Background: an optimization exercise with open tools, aiming at small area, a short achievable clock period and few clock cycles. Do not read the settings as production practice.
Only simulation tests tie the RTL to the original design; equivalence was not proved.
No activity file was given, so power comes from the tool's default toggle rates.

== run A ==
// dcache_port
module dcache_port (
    input  logic        clk,
    input  logic        rstn,
    input  logic        req_valid,
    input  logic [63:0] req_address,
    input  logic [63:0] req_value,
    input  logic [1:0]  req_op,
    input  logic [1:0]  req_size,
    input  logic        req_unsigned,
    input  logic [3:0]  req_amo,
    output logic        req_ready,
    output logic        resp_valid,
    output logic [63:0] resp_value,
    output logic        ex_valid,
    output logic        ex_cause,
    output logic [63:0] ex_tval,
    output logic        ar_valid,
    output logic [63:0] ar_addr,
    input  logic        ar_ready,
    input  logic        r_valid,
    input  logic [63:0] r_data,
    output logic        aw_valid,
    output logic [63:0] aw_addr,
    input  logic        aw_ready,
    output logic        w_valid,
    output logic [63:0] w_data,
    output logic [7:0]  w_strb,
    input  logic        w_ready,
    input  logic        b_valid
);
    logic busy_q;    
    logic ex_q;      
    logic arp_q;     
    logic rw_q;      
    logic awp_q;     
    logic wp_q;      
    logic bw_q;      
    logic calc_q;    
    logic mm_q;      
    logic        ld_q;
    logic [63:0] addr_q;
    logic [63:0] val_q;     
    logic [63:0] old_q;     
    logic [7:0]  o1_q;                   
    logic        f1_q, f2_q, f4_q;       
    logic        sx_q;                   
    logic        sub_q, add_q, kp_q, kg_q, kv_q, sgn_q, max_q;   
    logic        cause_q;
    logic is_load, is_store, misal;
    assign is_load  = req_op == 2'd0;
    assign is_store = req_op == 2'd1;
    always_comb begin
        unique case (req_size)
            2'd0: misal = 1'b0;
            2'd1: misal = req_address[0];
            2'd2: misal = |req_address[1:0];
            default: misal = |req_address[2:0];
        endcase
    end
    logic rdone, done, acc, acc_rd, acc_st, amo_rd;
    assign rdone      = rw_q & r_valid;
    assign amo_rd     = rdone & ~ld_q;
    assign resp_valid = (rdone & ld_q) | (bw_q & b_valid);
    assign done       = resp_valid | ex_q;
    assign req_ready  = ~busy_q | done;
  ...
Size: about 220 flip-flops, roughly 540 I/O pins, about 18000 sq um of cells after synthesis.
==> flow/config.mk <==
export PLATFORM = sky130hd
export DESIGN_NAME = dcache_port
export DESIGN_NICKNAME = dcache_port
export VERILOG_FILES = /design/flow/design.v
export SDC_FILE = /design/flow/constraint.sdc
export NUM_CORES = 4
export LEC_CHECK = 0
export CAP_MARGIN = 20
export CORE_MARGIN = 2
export CORE_UTILIZATION = 40
export SETUP_SLACK_MARGIN = 2.5
export SLEW_MARGIN = 20
export TNS_END_PERCENT = 0
==> flow/constraint.sdc <==
create_clock -name core_clock -period 6.5 [get_ports {clk}]
set_input_delay 1.3000 -clock core_clock [delete_from_list [all_inputs] [get_ports {clk}]]
set_output_delay 1.3000 -clock core_clock [all_outputs]
set_load 0.01 [all_outputs]
standard.sh (not shown) runs the stock make flow with config.mk's settings and CLKGATE_MAP_FILE= SYNTH_SCRIPT=/design/flow/synth_recipe.tcl, a recipe that flattens the netlist after the stock synthesis.
==> flow/flow/run.sh <==
#!/bin/bash
set -euo pipefail
bash standard.sh BUFFER_PORTS_ARGS="-buffer_cell sky130_fd_sc_hd__buf_1" finish > make_finish.log 2>&1
Testbench counts of run A, summed over its fixed seeds: cycles 15,767.
[inputs] run B vs run A
Settings: swapping 2.5 for 2.8 in SETUP_SLACK_MARGIN; putting CTS_BUF_LIST at sky130_fd_sc_hd__clkbuf_8 where nothing was set.
Results
Sequential power share in run B is 1.2 points higher than in run A. Between run B and run A, it is run B whose power per cell area is lower, by 8.9 nW/um^2. The synthesis-to-layout area growth in run B sits 0.28 points below the value recorded for run A.
Here is what was changed in the inputs of run C compared with run B.
Settings: a change of SETUP_SLACK_MARGIN from 2.8 to 2.5.
Results
Run C -> run B: total power flat. Status: via count parity (run C, run B). There was hardly any difference in cell area between run B and run C.


dcache_port, a different RTL version from the one above (not shown whole).
Size: roughly 2000 cells after synthesis, ~540 I/O pins, ~18000 um^2 of cells after synthesis.
export LEC_CHECK = 0
export CAP_MARGIN = 20
export CORE_MARGIN = 2
export CORE_UTILIZATION = 40
export SETUP_SLACK_MARGIN = 2.3
export SLEW_MARGIN = 20
create_clock -name core_clock -period 6.5 [get_ports {clk}]
Scripts as last shown in full above: flow/flow/run.sh
The baseline finished clean.
Testbench counts at the start, summed over its fixed seeds: cycles 15,767.
Change:
SETUP_SLACK_MARGIN = 1.5   (was 2.3)
=>
- The new run completed with no timing, DRC or antenna violations
- utilization drops by 2.8 points
- first-iteration DRC count climbs by 4.6%
- die area is unchanged
- cell count drops by 1.1%
- via count drops by 2.8%
- worst hold slack barely changes
- critical path depth drops by 2
Change:
CORE_UTILIZATION = 65   (was 40)
=> Hold slack gains 0.0061 ns. Worst setup slack loses 0.17 ns. Final cell count goes down by 7.4%. Maximum frequency goes down by 3.3%. Global-route usage goes up by 20 points. Synthesized area is unchanged. Core utilization goes up by 27 points. Power goes down by 1.9%. Critical path depth goes down by 2. Flip-flop and latch count stays the same. Count of clock-buffer cells in the layout goes down by 2.
Change:
CORE_UTILIZATION = 40   (was 65)
SETUP_SLACK_MARGIN = 2.0   (was 1.5)
=>
- The changed run passed the timing, DRC and antenna checks
- power is higher by 3.1%
- setup slack improved by 0.60 ns
- register-to-register slack gains 0.17 ns
- worst hold slack stays flat
- combinational power hardly moves
- area after synthesis is unchanged
- first-iteration DRC count fell by 44%
- design area went up by 3.2%
- global-route usage went down by 18 points
- cell count climbs by 8.3%
- clock skew went down by 0.0057 ns
Change:
SETUP_SLACK_MARGIN = 1.0   (was 2.0)
Effect: Clock skew drops by 0.0051 ns; hold slack gets worse by 0.0037 ns; first-iteration DRC count climbs by about a fifth; sequential power hardly moves; global-route usage drops by 1.7 points.
Change:
SETUP_SLACK_MARGIN = 2.7   (was 1.0)
After rerunning:
- The changed run ran to the end with no violations
- maximum frequency rises by about a fifth
- flip-flop and latch count stays the same
- total power rises by roughly a tenth
- final cell count rises by a few percent
- die area stays the same
- non-clock buffer count rises by 138

re-timing with driven ports:
The results above use ideal ports. As a check the final layouts listed here were re-extracted and re-timed, cells and wires unchanged. Step 1: set_driving_cell puts a clkbuf_16 on clk and a buf_2 on each other input, an assumption about the parent block. Step 2 also shifts input and output timing later by t, the mid clock arrival at the registers, as if the neighbouring blocks saw the same clock. a / b / c = ideal / step 1 / step 2; a / b = the first two.
run	t (ns)	setup slack, ns	hold WS [ns]	slew at the worst register clock pin (ns)
run A	0.639	2.204 / 2.065 / 2.029	0.518 / 0.518 / 0.518	0.07 / 0.07
run B	0.657	2.274 / 2.132 / 1.960	0.516 / 0.516 / 0.516	0.07 / 0.07
run C	0.657	2.292 / 2.159 / 1.993	0.520 / 0.520 / 0.520	0.07 / 0.07
the first run of note 2	0.627	2.180 / 2.124 / 2.125	0.500 / 0.500 / 0.500	0.07 / 0.07
the second run of note 2	0.623	1.625 / 1.568 / 1.666	0.498 / 0.498 / 0.498	0.07 / 0.07
the third run of note 2	0.597	1.459 / 1.402 / 1.452	0.504 / 0.504 / 0.504	0.07 / 0.07
the fourth run of note 2	0.618	2.059 / 1.996 / 2.029	0.501 / 0.501 / 0.501	0.06 / 0.06
the fifth run of note 2	0.621	1.414 / 1.358 / 1.483	0.497 / 0.497 / 0.497	0.07 / 0.07
the sixth run of note 2	0.636	2.172 / 2.089 / 2.089	0.530 / 0.530 / 0.530	0.06 / 0.06
After both steps setup and hold are still met in every run listed. For run B, which loses most, drivers alone change the setup slack by -0.142 ns; drivers and shift together by -0.314 ns.
